Background: an optimization exercise with open tools, aiming at small area. Do not read the settings as production practice.
Only simulation tests tie the RTL to the original design; equivalence was not proved.
Power figures rest on the tool's default switching activity, not on a simulated workload.

### flow/run.sh
#!/bin/bash
# synth_recipe.tcl (not shown) runs the flow's synth.tcl, then flattens the netlist and writes it again
# the make line also repeats each setting of config.mk as NAME=value (left out here)
make -C /OpenROAD-flow-scripts/flow DESIGN_CONFIG=/design/flow/config.mk WORK_HOME=/design/flow/orfs CLKGATE_MAP_FILE= SYNTH_SCRIPT=/design/flow/synth_recipe.tcl finish
### flow/config.mk
export PLATFORM = sky130hd
export DESIGN_NAME = instr_fetch_mem
export DESIGN_NICKNAME = instr_fetch_mem
export VERILOG_FILES = /design/flow/design.v
export SDC_FILE = /design/flow/constraint.sdc
export NUM_CORES = 4
export LEC_CHECK = 0
export CAP_MARGIN = 40
export CORE_MARGIN = 2
export CORE_UTILIZATION = 30
export SLEW_MARGIN = 40
### flow/constraint.sdc
create_clock -name core_clock -period 8.0 [get_ports {clk}]
set_input_delay 1.6000 -clock core_clock [delete_from_list [all_inputs] [get_ports {clk}]]
set_output_delay 1.6000 -clock core_clock [all_outputs]
set_load 0.01 [all_outputs]
### flow/design.v
module instr_fetch_mem #(
  parameter int ADDR_WIDTH  = 64,
  parameter int INSTR_BYTES = 8,
  parameter int DEPTH_BYTES = 256,
  parameter int LOAD_AW     = $clog2(DEPTH_BYTES)
) (
  input  logic                     clk,
  input  logic                     rst,
  input  logic                     req_valid,
  output logic                     req_ready,
  input  logic [ADDR_WIDTH-1:0]    req_pc,
  output logic                     rsp_valid,
  input  logic                     rsp_ready,
  output logic [INSTR_BYTES*8-1:0] rsp_instr,
  output logic [ADDR_WIDTH-1:0]    rsp_pc,
  output logic [1:0]               rsp_fault,
  input  logic                     load_en,
  input  logic [LOAD_AW-1:0]       load_addr,
  input  logic [7:0]               load_data
);
  localparam int ALIGN_BITS = $clog2(INSTR_BYTES);
  localparam int IW         = INSTR_BYTES * 8;
  localparam logic [ADDR_WIDTH-1:0] LAST_PC = ADDR_WIDTH'(DEPTH_BYTES - INSTR_BYTES);
  typedef enum logic {EMPTY = 1'b0, FULL = 1'b1} state_e;
  state_e                state_q, state_d;
  logic [IW-1:0]         instr_q, instr_d;
  logic [ADDR_WIDTH-1:0] pc_q, pc_d;
  logic [1:0]            fault_q, fault_d;
  logic [7:0]            mem [DEPTH_BYTES];
  logic                  accept;
  logic                  misaligned;
  logic                  out_of_range;
  logic [IW-1:0]         read_word;
  assign req_ready    = !rst && !load_en && (state_q == EMPTY || rsp_ready);
  assign accept       = req_valid && req_ready;
  assign misaligned   = |req_pc[ALIGN_BITS-1:0];
  assign out_of_range = req_pc > LAST_PC;
  always_comb begin
    read_word = '0;
    for (int k = 0; k < INSTR_BYTES; k++) begin
      read_word[8*k +: 8] = mem[req_pc[LOAD_AW-1:0] + LOAD_AW'(k)];
    end
  end
  always_comb begin
    state_d = state_q;
    instr_d = instr_q;
    pc_d    = pc_q;
    fault_d = fault_q;
    if (accept) begin
      state_d = FULL;
      pc_d    = req_pc;
      fault_d = {out_of_range, misaligned};
      instr_d = (misaligned || out_of_range) ? '0 : read_word;
    end else if (state_q == FULL && rsp_ready) begin
      state_d = EMPTY;
    end
  end
  always_ff @(posedge clk) begin
    if (rst) begin
      state_q <= EMPTY;
      instr_q <= '0;
      pc_q    <= '0;
      fault_q <= '0;
    end else begin
      state_q <= state_d;
      instr_q <= instr_d;
      pc_q    <= pc_d;
      fault_q <= fault_d;
    end
  end
  always_ff @(posedge clk) begin
    if (!rst && load_en) begin
      mem[load_addr] <= load_data;
    end
  end
  assign rsp_valid = (state_q == FULL);
  assign rsp_instr = instr_q;
  assign rsp_pc    = pc_q;
  assign rsp_fault = fault_q;
endmodule
==> flow_metrics.tcl, run 1 <==
set metrics [dict create \
    vias 115000 \
    startpoint "req_pc[0]" \
    ys_types 63 \
    core_um2 506000 \
    critPathMaxFanout 55 \
    grt_pass1_wl_mm 1010 \
    synth-seq-cells 2179 \
    synth_area_per_cell_um2 17.5 \
    holdPathStages 2 \
    cts_root_buf "clkbuf_16" \
    post-route-period-util_pct 77.9 \
    slew_viol_final 0 \
    initialDrtViolationCount 23000 \
    die_w_um 717 \
    wl_per_cell_um 48.5 \
    antenna_found_initial 105 \
    syn_nets 8788 \
    skew_ps 62.0 \
    ios 217 \
    critical_path_required_ps 8840 \
    mostFrequentLayoutCell "mux4_2" \
    worst_pin_slew_ps 1150 \
    dp_hpwl_mm 545 \
    routed_wl_mm 767 \
    clkPwrFrac_pct 37.6 \
    final_antenna_net_count 0 \
    drive_gt1_share_pct 48.7 \
    fmax_ghz 0.160 \
    port-buffer-count 216 \
    overflow 0 \
    hold_class "register to register" \
    setup-violations-final 0 \
    tritoncts "done" \
    postCtsSetupBuffers 0 \
    clkTransAtPathRegs_ps 60 \
    cts_repair_resize_count 0 \
    endpoint_kind "register" \
    worstPathArrival_ps 7070 \
    yosysSeqAreaShare_pct 42.1 \
    stdcell_count 15800 \
    grt_max_degree 189 \
    start_kind "input port" \
    pwr-share-comb_pct 25.7 \
    r2r_start "mem[167][3]$_DFFE_PP_" \
    r2r_setup_slack_ps 3910 \
    cts_sinks 2179 \
    netlist_area_um2 152000 \
    power.density_nw_per_um2 194 \
    worst_slew_margin_rel_pct 22.5 \
    switching_power_uw 11100 \
    power.internal_uw 22900 \
    clk_latency_ps 1010 \
    viasPerCell 7.30 \
    clockBufferDepth 4 \
    p_leak_uw 0.0532 \
    cp-endpoint "instr_q[58]$_SDFFE_PP0P_" \
    dieArea_um2 514000 \
    drc 0 \
    first_pass_iters 10 \
    power.total_uw 34100 \
    die_h_um 717 \
    peakVddDrop_uv 163 \
    dp_cells 15200 \
    synth_cells 8693 \
    worstRegToRegCells 6 \
    num_rows 261 \
    timing.rr.end "instr_q[35]$_SDFFE_PP0P_" \
    start_util_pct 30.1 \
    whs_ps 459 \
    synthToLayoutAreaGrowth_pct 14.9 \
    track_usage_pct 29.1 \
    numCtsBuffers 271 \
    htreeDepth 5 \
    async_flop_share_pct 0 \
    hold_buffers 0 \
    p_sw_share_pct 32.7 \
    cap_viol_max_count 0 \
    min_period_ps 6230 \
    grt_pass1_vias 105000 \
    yosysWarnings 1 \
    fin_nets 8932 \
    path_class "input port to register" \
    status "no timing/DRC/antenna violations" \
    p_seq_share_pct 36.7 \
    rsz0062_at_grt "false" \
    synth-main-ff-cell "edfxtp_1" \
    hold_start "pc_q[3]$_SDFFE_PP0P_" \
    layout_common_cells "3155 x mux4_2, 2048 x edfxtp_1, 862 x nand2_1" \
    synth-edff-count 2048 \
    place_congestion 1.12 \
    hold_violations 0 \
]
==> sequential cells by signal (all words and copies together) (netlist names) <==
| signal | cells |
|---|---|
| instr_q | 64 |
| fault_q | 2 |
| state_q | 1 |
| mem | 2048 |
| pc_q | 64 |
==> through the flow <==
stage | cell area [um2] | TNS [ps] | worst slack [ps] | utilization (%)
global route | 175000 | 0 | 1910 | 34.6
floorplan | 152000 | 0 | 1700 | -
global placement | 164000 | -87.5 | -87.5 | 32.5
detailed placement | 166000 | 0 | 1220 | 32.7
CTS | 175000 | 0 | 2210 | 34.5
finish | 175000 | 0 | 1770 | 34.6
==> worst max-delay path, stage by stage <==
cell      delay (ps)
buf_16           180
clkinv_2         250
ha_1             580
nor2b_1          160
nor3_1           440
or2_4            530
buf_4            630
mux4_2           580
mux2i_1          720
mux2i_1          280
mux2i_2          650
o211ai_1         170
==> final cells by class <==
type | count | area (um2)
tap | 6706 | 8390
timing repair buffer | 807 | 8220
clock buffer | 325 | 7130
clock inverter | 164 | 1780
multi-input combinational | 5570 | 85400
sequential | 2179 | 64100
fill | 47200 | 331000
inverter | 8 | 41.3
antenna | 67 | 168
==> power groups by stage <==
stage / logic [uW] / registers [uW] / clock network, uW
2_1_floorplan: 4430 / 12800 / 0
3_3_place_gp: 8130 / 12800 / 0
3_5_place_dp: 8230 / 12800 / 0
4_1_cts: 8260 / 12500 / 12800
5_1_grt: 8610 / 12500 / 13200
6_report: 8750 / 12500 / 12800
==> layer usage <==
| metal | vias up | share of wire, % | GRT usage, % |
|---|---|---|---|
| li1 | 39200 | - | - |
| met1 | 61400 | 33 | 35.2 |
| met4 | 74 | 8.2 | 18.9 |
| met3 | 2271 | 17 | 14.5 |
| met2 | 12500 | 41 | 40.7 |
| met5 | - | 0.29 | 2.18 |
==> worst min path at each step <==
| stage | to | slack, ps |
|---|---|---|
| 3_3_place_gp | pc_q[4]$_SDFFE_PP0P_ | 450 |
| 5_1_grt | pc_q[53]$_SDFFE_PP0P_ | 470 |
| 3_5_place_dp | pc_q[53]$_SDFFE_PP0P_ | 450 |
| 2_1_floorplan | instr_q[26]$_SDFFE_PP0P_ | 470 |
| 6_report | pc_q[3]$_SDFFE_PP0P_ | 460 |
| 4_1_cts | pc_q[53]$_SDFFE_PP0P_ | 460 |
==> cell usage after synthesis (18+ instances only) <==
cell / instances / area share, %
dfxtp_1: 131 / 1.7
nor2_1: 369 / 0.91
a2111oi_0: 19 / 0.11
edfxtp_1: 2048 / 40
nand3_1: 209 / 0.69
nor4_1: 37 / 0.15
and3_1: 35 / 0.14
clkbuf_1: 349 / 0.86
nand2_1: 868 / 2.1
buf_4: 91 / 0.45
nand4_1: 75 / 0.31
o21ai_0: 104 / 0.34
a22oi_1: 74 / 0.36
o21ai_1: 21 / 0.069
o22ai_1: 20 / 0.082
buf_2: 384 / 1.3
a32oi_1: 57 / 0.33
mux2i_1: 121 / 0.79
mux4_2: 3155 / 47
a31oi_1: 40 / 0.16
xnor2_1: 29 / 0.17
a311oi_1: 18 / 0.10
a21oi_1: 75 / 0.25
nor3_1: 24 / 0.079
buf_1: 98 / 0.24
xor2_1: 21 / 0.12
==> cell families after synthesis <==
family	share of synthesized area, %
flops	42.1
compound gates	2.48
mux	47.5
xor+xnor	0.341
simple gates	4.61
buf+inv	2.93
fa+ha+maj	0.0821
==> run 2: changes to the inputs <==
==> flow/design.v (replaced) <==
module instr_fetch_mem (
  input  logic        clk,
  input  logic        rst,
  input  logic        req_valid,
  output logic        req_ready,
  input  logic [63:0] req_pc,
  output logic        rsp_valid,
  input  logic        rsp_ready,
  output logic [63:0] rsp_instr,
  output logic [63:0] rsp_pc,
  output logic [1:0]  rsp_fault,
  input  logic        load_en,
  input  logic [7:0]  load_addr,
  input  logic [7:0]  load_data
);
  logic        full_q;
  logic [63:0] instr_q, pc_q;
  logic [1:0]  fault_q;
  logic [7:0]  mem [256];
  logic        cap;
  logic        misaligned, out_of_range;
  logic [31:0] sel;
  logic [63:0] rd;
  assign req_ready    = !rst && !load_en && (!full_q || rsp_ready);
  assign misaligned   = |req_pc[2:0];
  assign out_of_range = |req_pc[63:8] | (&req_pc[7:3] & misaligned);
  assign cap          = !full_q || rsp_ready;
  always_comb begin
    for (int w = 0; w < 32; w++)
      sel[w] = !misaligned && !out_of_range && (req_pc[7:3] == w[4:0]);
    rd = '0;
    for (int w = 0; w < 32; w++)
      for (int k = 0; k < 8; k++)
        rd[8*k +: 8] = rd[8*k +: 8] | (mem[8*w+k] & {8{sel[w]}});
  end
  always_ff @(posedge clk) begin
    if (rst) full_q <= 1'b0;
    else if (req_valid && req_ready) full_q <= 1'b1;
    else if (rsp_ready) full_q <= 1'b0;
  end
  always_ff @(posedge clk) begin
    if (cap) begin
      instr_q <= rd;
      pc_q    <= req_pc;
      fault_q <= {out_of_range, misaligned};
    end
  end
  always_ff @(posedge clk) begin
    if (!rst && load_en) mem[load_addr] <= load_data;
  end
  assign rsp_valid = full_q;
  assign rsp_instr = instr_q;
  assign rsp_pc    = pc_q;
  assign rsp_fault = fault_q;
endmodule
==> run 2 against run 1 <==
- power shrank 30%
- die area shrank 45%
- clock skew grew 30 ps
- first-iteration DRC count shrank 77%
- sequential power is essentially flat
- final cell count shrank 43%
- sequential share of layout area grew 30 points
- critical path depth shrank 8
- cell area shrank 44%
- via count shrank 59%
- largest cell class is now registers
- highest routed layer unchanged
==> flow_metrics.tcl, run 2 <==
set metrics [dict create \
    status "no timing/DRC/antenna violations" \
    tritoncts "done" \
    layout_common_cells "2178 x edfxtp_1, 386 x mux2i_1, 350 x nor2_1" \
    worstPathArrival_ps 3410 \
    postCtsSetupBuffers 0 \
    drc 0 \
    dp_hpwl_mm 143 \
    synth_compound_area_share_pct 8.45 \
    endpoint_kind "primary output" \
    regMostFlops "mem" \
    largest_register_ffs 2048 \
    yosysWarnings 1 \
    skew_ps 91.9 \
    path_cells "clkdlybuf4s50_1 -> nand2b_4 -> nor3b_1 -> clkdlybuf4s50_1" \
    dieArea_um2 284000 \
    slew_viol_final 0 \
    clockBufferDepth 4 \
    synthToLayoutAreaGrowth_pct 16.8 \
    netlist.area_leader.share_pct 78.0 \
    setup-violations-final 0 \
    initialDrtViolationCount 5230 \
    vias 46800 \
    synth_area_per_cell_um2 17.1 \
    synth_area_leader_cell "edfxtp_1" \
    synthAdderAreaFrac_pct 0 \
    clkTransAtPathRegs_ps 60 \
    htreeDepth 4 \
    yosys.area_share.simple_pct 4.54 \
    synth.area.mux_share_pct 7.24 \
    wl_per_cell_um 26.1 \
    core_um2 279000 \
    async_flop_share_pct 0 \
    path_class "input port to primary output" \
    slowest_stage "clkdlybuf4s50_1" \
    start_kind "input port" \
    first_pass_iters 5 \
    min_period_ps 5010 \
    worst_pin_slew_ps 1000 \
    reg_top3 "mem (2048), instr_q (64), pc_q (64)" \
    track_usage_pct 16.0 \
    netlist_area_um2 83800 \
    synth-main-ff-cell "edfxtp_1" \
    fmax_ghz 0.200 \
    clk_latency_ps 880 \
    die_h_um 533 \
    p_leak_uw 0.0309 \
    synth_top_family_by_area "compound AO/OA/AOI/OAI gates" \
    slowest_delay_ps 570 \
    numCtsBuffers 226 \
    ios 217 \
    worst_slew_margin_rel_pct 33.2 \
    post-route-period-util_pct 62.6 \
    port-buffer-count 216 \
    drive_gt1_share_pct 13.6 \
    peakVddDrop_uv 195 \
    yosysSeqAreaShare_pct 78.0 \
    place_ws_ps 2420 \
    power.density_nw_per_um2 244 \
    synth_commonest_cells "2178 x edfxtp_1, 386 x mux2i_1, 386 x nor2_1" \
    num_rows 194 \
    die_w_um 533 \
    grt_pass1_wl_mm 335 \
    layout_setup_ws_ps 2990 \
    cpMostUsedCell "clkdlybuf4s50_1" \
    yosys-top-cells-area "edfxtp_1 78%, mux2i_1 4.6%, mux2_2 2.6%, nor2_1 1.7%, a22oi_1 1.7%" \
    place_congestion 0.844 \
    ys_types 58 \
    whs_ps 521 \
    critPathMaxFanout 31 \
    overflow 0 \
    grt_pass1_vias 45800 \
    synth-edff-count 2178 \
    routed_wl_mm 235 \
    cap_viol_max_count 0 \
    fin_util_pct 35.1 \
    rsz0062_at_grt "false" \
    viasPerCell 5.19 \
    final_antenna_net_count 0 \
    synth-seq-cells 2179 \
    critical_path_required_ps 6400 \
    hold_buffers 0 \
    yosys.area_share.xor_xnor_pct 0 \
    hold_class "register to register" \
    cts_repair_resize_count 0 \
    syn_nets 4977 \
    synth.most_common_cell "edfxtp_1" \
    power.total_uw 23900 \
    mostFrequentLayoutCell "edfxtp_1" \
    grt_max_degree 163 \
    start_util_pct 30.1 \
    fin_nets 5183 \
    hold_violations 0 \
    cts_root_buf "clkbuf_16" \
    synth_cells 4892 \
    cts_sinks 2179 \
    fin_tns_setup_ps 0 \
    antenna_found_initial 10 \
]
## run 2: cells by family after synthesis
group | after synthesis
flops | 2179
compound gates | 952
simple gates | 833
mux | 582
buf+inv | 346
## run 2: power breakdown
group	switching (uW)	internal, uW	leakage, uW
clock	4390	5870	0.00349
combinational	678	299	0.00760
sequential	26.2	12600	0.0199
## run 2: final cells by class
cell class | instances | area [um2]
flip-flops and latches | 2179 | 65400
diodes | 1 | 2.50
repair buffers | 321 | 3410
well taps | 3724 | 4660
multi-input cells | 2367 | 17200
inverters | 3 | 11.3
fillers | 26200 | 181000
clock inverters | 143 | 1290
clock buffers | 271 | 5870
## run 2: path summary, 6_finish.rpt
check / startpoint / endpoint / slack [ps] / cells past startpoint
worst max register to register: full_q$_SDFFE_PP0P_ / pc_q[50]$_DFFE_PN_ / 5340 / 3
worst min register to register: mem[241][1]$_DFFE_PP_ / instr_q[9]$_DFFE_PN_ / 520 / 1
worst max-delay path: rsp_ready / req_ready / 2990 / 4
worst min-delay path: mem[241][1]$_DFFE_PP_ / instr_q[9]$_DFFE_PN_ / 520 / 1
## run 2: critical path, delay by kind of cell
family | cells | cell delay [ps]
AND/OR/NAND/NOR | 2 | 780
buffers and inverters | 2 | 1030
## run 2: per-layer routing
metal / track usage [%] / vias up / wire [um]
met5: 0 / - / 13
met4: 4.85 / 2 / 7270
met3: 2.22 / 345 / 17200
met2: 26.5 / 2032 / 113000
met1: 21.8 / 24200 / 97500
li1: - / 20200 / -
## run 2: metrics by stage
step / cell area, um2 / cells
2_1_floorplan: 83800 / 4892
3_3_place_gp: 90200 / 8573
3_5_place_dp: 90600 / 8589
4_1_cts: 97700 / 9003
5_1_grt: 97900 / 9009
6_report: 97900 / 9009

==> static timing again, ports no longer ideal <==
In the flow no input, the clock included, has a driving cell. The finished layouts below were timed again as built, in two steps.
Step 1, drivers: a clkbuf_16 drives clk and a buf_2 each remaining input, both assumed.
Step 2 times the ports against the registers' clock, not the clock port: input delays grow and output delays shrink by t, the midpoint of the rising clock arrivals with the driver on.
Slacks: ideal ports / drivers / drivers and shift; pairs: ideal ports / drivers.
| run | shift t [ns] | setup slack, ns | worst setup path at the end | clock arrival spread, ns | worst data-port slew with drivers (ns) |
|---|---|---|---|---|---|
| run 1 | 1.094 | 1.768 / 1.824 / 0.730 | input to register | 0.062 / 0.062 | 0.21 |
| run 2 | 0.940 | 2.989 / 2.963 / 2.357 | input to register | 0.140 / 0.140 | 0.15 |
After both steps every run listed still meets setup and hold. The setup slack of run 1, which loses most, moves by +0.056 ns with the drivers and by -1.038 ns with both steps.
